Source: an optimization exercise on an open RTL-to-GDS flow (aim: small area and a short achievable clock period). Production flows keep margins and buffers that such runs may drop.
Only simulation tests tie the RTL to the original design; equivalence was not proved.

==> branch tundra <==
Design pifo_pop_collector_top, start of the top module:
module pifo_pop_collector_top (
  input  logic        i_clk,
  input  logic        i_arst_n,
  input  logic [3:0]  i_pop_req,
  input  logic [7:0]  i_pop_req_tree_id,
  input  logic [3:0]  i_is_level0_pop,
  input  logic [7:0]  i_tree_id,
  input  logic [63:0] i_pop_data,
  output logic        o_valid,
  input  logic        i_ready,
  output logic [1:0]  o_tree_id,
  output logic [15:0] o_data,
  output logic        o_empty_pop,
  output logic [4:0]  o_count,
  output logic [31:0] o_outstanding,
  output logic        o_overflow,
  output logic        o_unexpected,
  input  logic        i_clr_err
);
  logic [3:0][1:0]  w_req_tid;
  logic [3:0][1:0]  w_tid;
  logic [3:0][15:0] w_data;
  logic [3:0][7:0]  w_out;
  always_comb begin
    for (int l = 0; l < 4; l++) begin
      w_req_tid[l] = i_pop_req_tree_id[2*l +: 2];
      w_tid[l]     = i_tree_id[2*l +: 2];
      w_data[l]    = i_pop_data[16*l +: 16];
    end
    for (int t = 0; t < 4; t++) o_outstanding[8*t +: 8] = w_out[t];
  end
  pifo_pop_collector #(
  ...
==> module pifo_pop_collector, before the edit <==
module pifo_pop_collector #(
  parameter int PTW      = 16,
  parameter int MTW      = 0,
  parameter int LEVEL    = 4,
  parameter int TREE_NUM = 4,
  parameter int DEPTH    = 16,
  parameter int CNTW     = 8,
  localparam int TREE_NUM_BITS = $clog2(TREE_NUM),
  localparam int DW            = MTW + PTW,
  localparam int AW            = $clog2(DEPTH)
) (
  input  logic                     i_clk,
  input  logic                     i_arst_n,
  input  logic [LEVEL-1:0]         i_pop_req,
  input  logic [LEVEL-1:0][TREE_NUM_BITS-1:0] i_pop_req_tree_id,
  input  logic [LEVEL-1:0]         i_is_level0_pop,
  input  logic [LEVEL-1:0][TREE_NUM_BITS-1:0] i_tree_id,
  input  logic [LEVEL-1:0][DW-1:0] i_pop_data,
  output logic                     o_valid,
  input  logic                     i_ready,
  output logic [TREE_NUM_BITS-1:0] o_tree_id,
  output logic [DW-1:0]            o_data,
  output logic                     o_empty_pop,
  output logic [AW:0]              o_count,
  output logic [TREE_NUM-1:0][CNTW-1:0] o_outstanding,
  output logic                     o_overflow,
  output logic                     o_unexpected,
  input  logic                     i_clr_err
);
  localparam int CMAX = (1 << CNTW) - 1;
  localparam int EW   = TREE_NUM_BITS + DW;
  localparam int BW   = $clog2(LEVEL);    
  localparam int RW   = $clog2(LEVEL+1);  
  logic [EW-1:0]            r_mem [0:DEPTH-1];
  logic [AW-1:0]            r_rd_ptr;
  logic [AW:0]              r_count;
  logic [CNTW-1:0]          r_outstanding [0:TREE_NUM-1];
  logic                     r_overflow;
  logic                     r_unexpected;
  logic [AW-1:0]            w_wr_ptr;
  logic [RW-1:0]            w_rank [0:LEVEL-1];
  logic [RW-1:0]            w_npop;
  logic [LEVEL:1]           w_pop_ge;    
  logic [LEVEL:1]           w_room_ge;   
  logic [LEVEL:1]           w_acc_ge;    
  logic [RW-1:0]            w_nacc;
  logic                     w_drop;
  logic [EW-1:0]            w_bank_d [0:LEVEL-1];
  logic [DEPTH-1:0]         w_wen;
  logic                     w_fire;
  logic signed [CNTW+1:0]   w_sum [0:TREE_NUM-1];
  logic [CNTW-1:0]          w_out_nxt [0:TREE_NUM-1];
  logic                     w_unexp;
  assign w_wr_ptr = r_rd_ptr + r_count[AW-1:0];
  always_comb begin
    logic [RW-1:0] acc;
    acc = '0;
    for (int l = 0; l < LEVEL; l++) begin
      w_rank[l] = acc;
      acc = acc + RW'(i_is_level0_pop[l]);
    end
    w_npop = acc;
  end
  always_comb begin
    w_nacc = '0;
    w_drop = 1'b0;
    for (int k = 1; k <= LEVEL; k++) begin
      w_pop_ge[k]  = (w_npop >= RW'(k));
      w_room_ge[k] = (r_count <= (AW+1)'(DEPTH - k));
      w_acc_ge[k]  = w_pop_ge[k] & w_room_ge[k];
      w_nacc       = w_nacc + RW'(w_acc_ge[k]);
      w_drop       = w_drop | (w_pop_ge[k] & ~w_room_ge[k]);
    end
  end
  always_comb begin
    for (int b = 0; b < LEVEL; b++) begin
      w_bank_d[b] = '0;
      for (int l = 0; l < LEVEL; l++) begin
        if (i_is_level0_pop[l] && (BW'(w_wr_ptr[BW-1:0] + w_rank[l][BW-1:0]) == BW'(b)))
          w_bank_d[b] = w_bank_d[b] | {i_tree_id[l], i_pop_data[l]};
      end
    end
  end
  always_comb begin
    logic [AW-1:0] off;
    for (int e = 0; e < DEPTH; e++) begin
      off = AW'(e) - w_wr_ptr;
      w_wen[e] = 1'b0;
      for (int k = 0; k < LEVEL; k++)
        if (off == AW'(k)) w_wen[e] = w_acc_ge[k+1];
    end
  end
  always_comb begin
    w_unexp = 1'b0;
    for (int t = 0; t < TREE_NUM; t++) begin
      w_sum[t] = signed'({2'b00, r_outstanding[t]});
      for (int l = 0; l < LEVEL; l++) begin
        if (i_pop_req[l] && (i_pop_req_tree_id[l] == TREE_NUM_BITS'(t)))
          w_sum[t] = w_sum[t] + (CNTW+2)'(1);
        if (i_is_level0_pop[l] && (i_tree_id[l] == TREE_NUM_BITS'(t)))
          w_sum[t] = w_sum[t] - (CNTW+2)'(1);
      end
      if (w_sum[t] < 0) begin
        w_out_nxt[t] = '0;
        w_unexp      = 1'b1;
      end else if (w_sum[t] > CMAX) begin
        w_out_nxt[t] = '1;
      end else begin
        w_out_nxt[t] = w_sum[t][CNTW-1:0];
      end
    end
  end
  assign w_fire = o_valid & i_ready;
  always_ff @(posedge i_clk) begin
    for (int e = 0; e < DEPTH; e++)
      if (w_wen[e]) r_mem[e] <= w_bank_d[e % LEVEL];
  end
  always_ff @(posedge i_clk or negedge i_arst_n) begin
    if (!i_arst_n) begin
      r_rd_ptr     <= '0;
      r_count      <= '0;
      r_overflow   <= 1'b0;
      r_unexpected <= 1'b0;
      for (int t = 0; t < TREE_NUM; t++) r_outstanding[t] <= '0;
    end else begin
      if (w_fire) r_rd_ptr <= r_rd_ptr + AW'(1);
      r_count <= r_count + (AW+1)'(w_nacc) - (AW+1)'(w_fire);
      for (int t = 0; t < TREE_NUM; t++) r_outstanding[t] <= w_out_nxt[t];
      r_overflow   <= w_drop  | (r_overflow   & ~i_clr_err);
      r_unexpected <= w_unexp | (r_unexpected & ~i_clr_err);
    end
  end
  assign o_valid      = (r_count != '0);
  assign {o_tree_id, o_data} = r_mem[r_rd_ptr];
  assign o_empty_pop  = &o_data;
  assign o_count      = r_count;
  assign o_overflow   = r_overflow;
  assign o_unexpected = r_unexpected;
  always_comb begin
    for (int t = 0; t < TREE_NUM; t++) o_outstanding[t] = r_outstanding[t];
  end
endmodule
export LEC_CHECK = 0
export CAP_MARGIN = 20
export CORE_MARGIN = 2
export CORE_UTILIZATION = 40
export SLEW_MARGIN = 20
create_clock -name core_clock -period 7.0 [get_ports {i_clk}]
run.sh (not shown) runs the stock make flow with config.mk's settings and CLKGATE_MAP_FILE= SYNTH_SCRIPT=/design/flow/synth_recipe.tcl, a recipe that flattens the netlist after the stock synthesis.
==> branch ember (differences from branch tundra) <==
--- a/flow/design.v
+++ b/flow/design.v
@@ -30,6 +30,5 @@
   localparam int CMAX = (1 << CNTW) - 1;
-  localparam int EW   = TREE_NUM_BITS + DW;
-  localparam int BW   = $clog2(LEVEL);    
-  localparam int RW   = $clog2(LEVEL+1);  
-  logic [EW-1:0]            r_mem [0:DEPTH-1];
+  logic [TREE_NUM_BITS-1:0] r_mem_tid  [0:DEPTH-1];
+  logic [DW-1:0]            r_mem_data [0:DEPTH-1];
+  logic [AW-1:0]            r_wr_ptr;
   logic [AW-1:0]            r_rd_ptr;
@@ -39,12 +38,7 @@
   logic                     r_unexpected;
-  logic [AW-1:0]            w_wr_ptr;
-  logic [RW-1:0]            w_rank [0:LEVEL-1];
-  logic [RW-1:0]            w_npop;
-  logic [LEVEL:1]           w_pop_ge;    
-  logic [LEVEL:1]           w_room_ge;   
-  logic [LEVEL:1]           w_acc_ge;    
-  logic [RW-1:0]            w_nacc;
+  logic [AW:0]              w_free;
+  logic [AW:0]              w_wr_cnt;
+  logic [LEVEL-1:0]         w_wen;
+  logic [AW-1:0]            w_waddr [0:LEVEL-1];
   logic                     w_drop;
-  logic [EW-1:0]            w_bank_d [0:LEVEL-1];
-  logic [DEPTH-1:0]         w_wen;
   logic                     w_fire;
@@ -53,39 +47,17 @@
   logic                     w_unexp;
-  assign w_wr_ptr = r_rd_ptr + r_count[AW-1:0];
   always_comb begin
-    logic [RW-1:0] acc;
-    acc = '0;
+    w_free   = (AW+1)'(DEPTH) - r_count;
+    w_wr_cnt = '0;
+    w_drop   = 1'b0;
+    w_wen    = '0;
     for (int l = 0; l < LEVEL; l++) begin
-      w_rank[l] = acc;
-      acc = acc + RW'(i_is_level0_pop[l]);
-    end
-    w_npop = acc;
-  end
-  always_comb begin
-    w_nacc = '0;
-    w_drop = 1'b0;
-    for (int k = 1; k <= LEVEL; k++) begin
-      w_pop_ge[k]  = (w_npop >= RW'(k));
-      w_room_ge[k] = (r_count <= (AW+1)'(DEPTH - k));
-      w_acc_ge[k]  = w_pop_ge[k] & w_room_ge[k];
-      w_nacc       = w_nacc + RW'(w_acc_ge[k]);
-      w_drop       = w_drop | (w_pop_ge[k] & ~w_room_ge[k]);
-    end
-  end
-  always_comb begin
-    for (int b = 0; b < LEVEL; b++) begin
-      w_bank_d[b] = '0;
-      for (int l = 0; l < LEVEL; l++) begin
-        if (i_is_level0_pop[l] && (BW'(w_wr_ptr[BW-1:0] + w_rank[l][BW-1:0]) == BW'(b)))
-          w_bank_d[b] = w_bank_d[b] | {i_tree_id[l], i_pop_data[l]};
+      w_waddr[l] = r_wr_ptr + w_wr_cnt[AW-1:0];
+      if (i_is_level0_pop[l]) begin
+        if (w_wr_cnt < w_free) begin
+          w_wen[l] = 1'b1;
+          w_wr_cnt = w_wr_cnt + (AW+1)'(1);
+        end else begin
+          w_drop = 1'b1;
+        end
       end
-    end
-  end
-  always_comb begin
-    logic [AW-1:0] off;
-    for (int e = 0; e < DEPTH; e++) begin
-      off = AW'(e) - w_wr_ptr;
-      w_wen[e] = 1'b0;
-      for (int k = 0; k < LEVEL; k++)
-        if (off == AW'(k)) w_wen[e] = w_acc_ge[k+1];
     end
@@ -113,8 +85,5 @@
   assign w_fire = o_valid & i_ready;
-  always_ff @(posedge i_clk) begin
-    for (int e = 0; e < DEPTH; e++)
-      if (w_wen[e]) r_mem[e] <= w_bank_d[e % LEVEL];
-  end
   always_ff @(posedge i_clk or negedge i_arst_n) begin
     if (!i_arst_n) begin
+      r_wr_ptr     <= '0;
       r_rd_ptr     <= '0;
@@ -123,6 +92,17 @@
       r_unexpected <= 1'b0;
+      for (int d = 0; d < DEPTH; d++) begin
+        r_mem_tid[d]  <= '0;
+        r_mem_data[d] <= '0;
+      end
       for (int t = 0; t < TREE_NUM; t++) r_outstanding[t] <= '0;
     end else begin
+      for (int l = 0; l < LEVEL; l++) begin
+        if (w_wen[l]) begin
+          r_mem_tid[w_waddr[l]]  <= i_tree_id[l];
+          r_mem_data[w_waddr[l]] <= i_pop_data[l];
+        end
+      end
+      r_wr_ptr <= r_wr_ptr + w_wr_cnt[AW-1:0];
       if (w_fire) r_rd_ptr <= r_rd_ptr + AW'(1);
-      r_count <= r_count + (AW+1)'(w_nacc) - (AW+1)'(w_fire);
+      r_count <= r_count + w_wr_cnt - (AW+1)'(w_fire);
       for (int t = 0; t < TREE_NUM; t++) r_outstanding[t] <= w_out_nxt[t];
@@ -133,3 +113,4 @@
   assign o_valid      = (r_count != '0);
-  assign {o_tree_id, o_data} = r_mem[r_rd_ptr];
+  assign o_tree_id    = r_mem_tid[r_rd_ptr];
+  assign o_data       = r_mem_data[r_rd_ptr];
   assign o_empty_pop  = &o_data;
==> run_results.csv <==
group,metric,value,unit
synth,yosys.area.top_type,"edfxtp_1",
clocking,cts_sinks,331,
floorplanning,coreArea,56400,µm²
finish,nNonClkBuffers,451,
synth,avgSynthCellArea,10.3,µm²
placed_design,post_dp_cell_area,27000,µm²
hold_path,hold_end,"u_core.r_overflow",
status,status,"timing/DRC/antenna clean",
synth,synth_mux_area_share,2.79,%
routing,viasPerCell,6.05,
finish,n_clock_buffer,47,
synth,synth_fa_ha_area_share,3.73,%
setup_path,r2r_cells,26,
setup_path,path_buf_inv,2,
finish,seq-cell-share,34.3,%
Source of the figures above: branch tundra

==> run_results.csv <==
group,metric,value,unit
synth,avgSynthCellArea,8.11,µm²
status,status,"timing/DRC/antenna clean",
clocking,post_cts_buffers,0,
synth,synth_mux_area_share,20.6,%
power_and_ir_drop,p_int,0.00982,W
routing,viasPerCell,6.12,
setup_path,r2r_cells,25,
finish,seq-cell-share,21.7,%
synth,yosysWarningCount,8,
hold_path,hold_end,"u_core.r_rd_ptr[3]",
finish,multi_input_area_share,59.4,%
synth,synth_fa_ha_area_share,2.63,%
floorplanning,coreArea,80400,µm²
finish,nNonClkBuffers,503,
finish,n_clock_buffer,65,
placed_design,post_dp_cell_area,37000,µm²
clocking,cts_sinks,335,
Source of the figures above: branch ember

==> static timing again, ports no longer ideal <==
Ports are ideal in the flow. The routed layouts listed here were re-timed in OpenROAD.
Step 1 (the two cells are an assumption about what drives the block):
set clk [get_ports {i_clk}]
set_driving_cell -lib_cell sky130_fd_sc_hd__clkbuf_16 $clk
set_driving_cell -lib_cell sky130_fd_sc_hd__buf_2 [delete_from_list [all_inputs] $clk]
Step 2 adds t to the input delays and takes it off the output delays; t is the mean of the earliest and latest rising clock arrival at the registers after step 1. Input paths then give back, and output paths get back, about the clock's delay inside the block.
Three values: no drivers, after step 1, after step 2; two values: the first two.
run	shift t [ns]	slack for setup (ns)	clock arrival spread, ns
branch tundra	0.612	0.311 / 0.347 / -0.265	0.018 / 0.018
branch ember	0.685	0.526 / 0.475 / -0.126	0.050 / 0.050
Met with ideal ports but missed after step 2: setup timing in branch tundra and branch ember. For branch ember, which loses most, drivers alone change the setup slack by -0.051 ns; drivers and shift together by -0.652 ns.
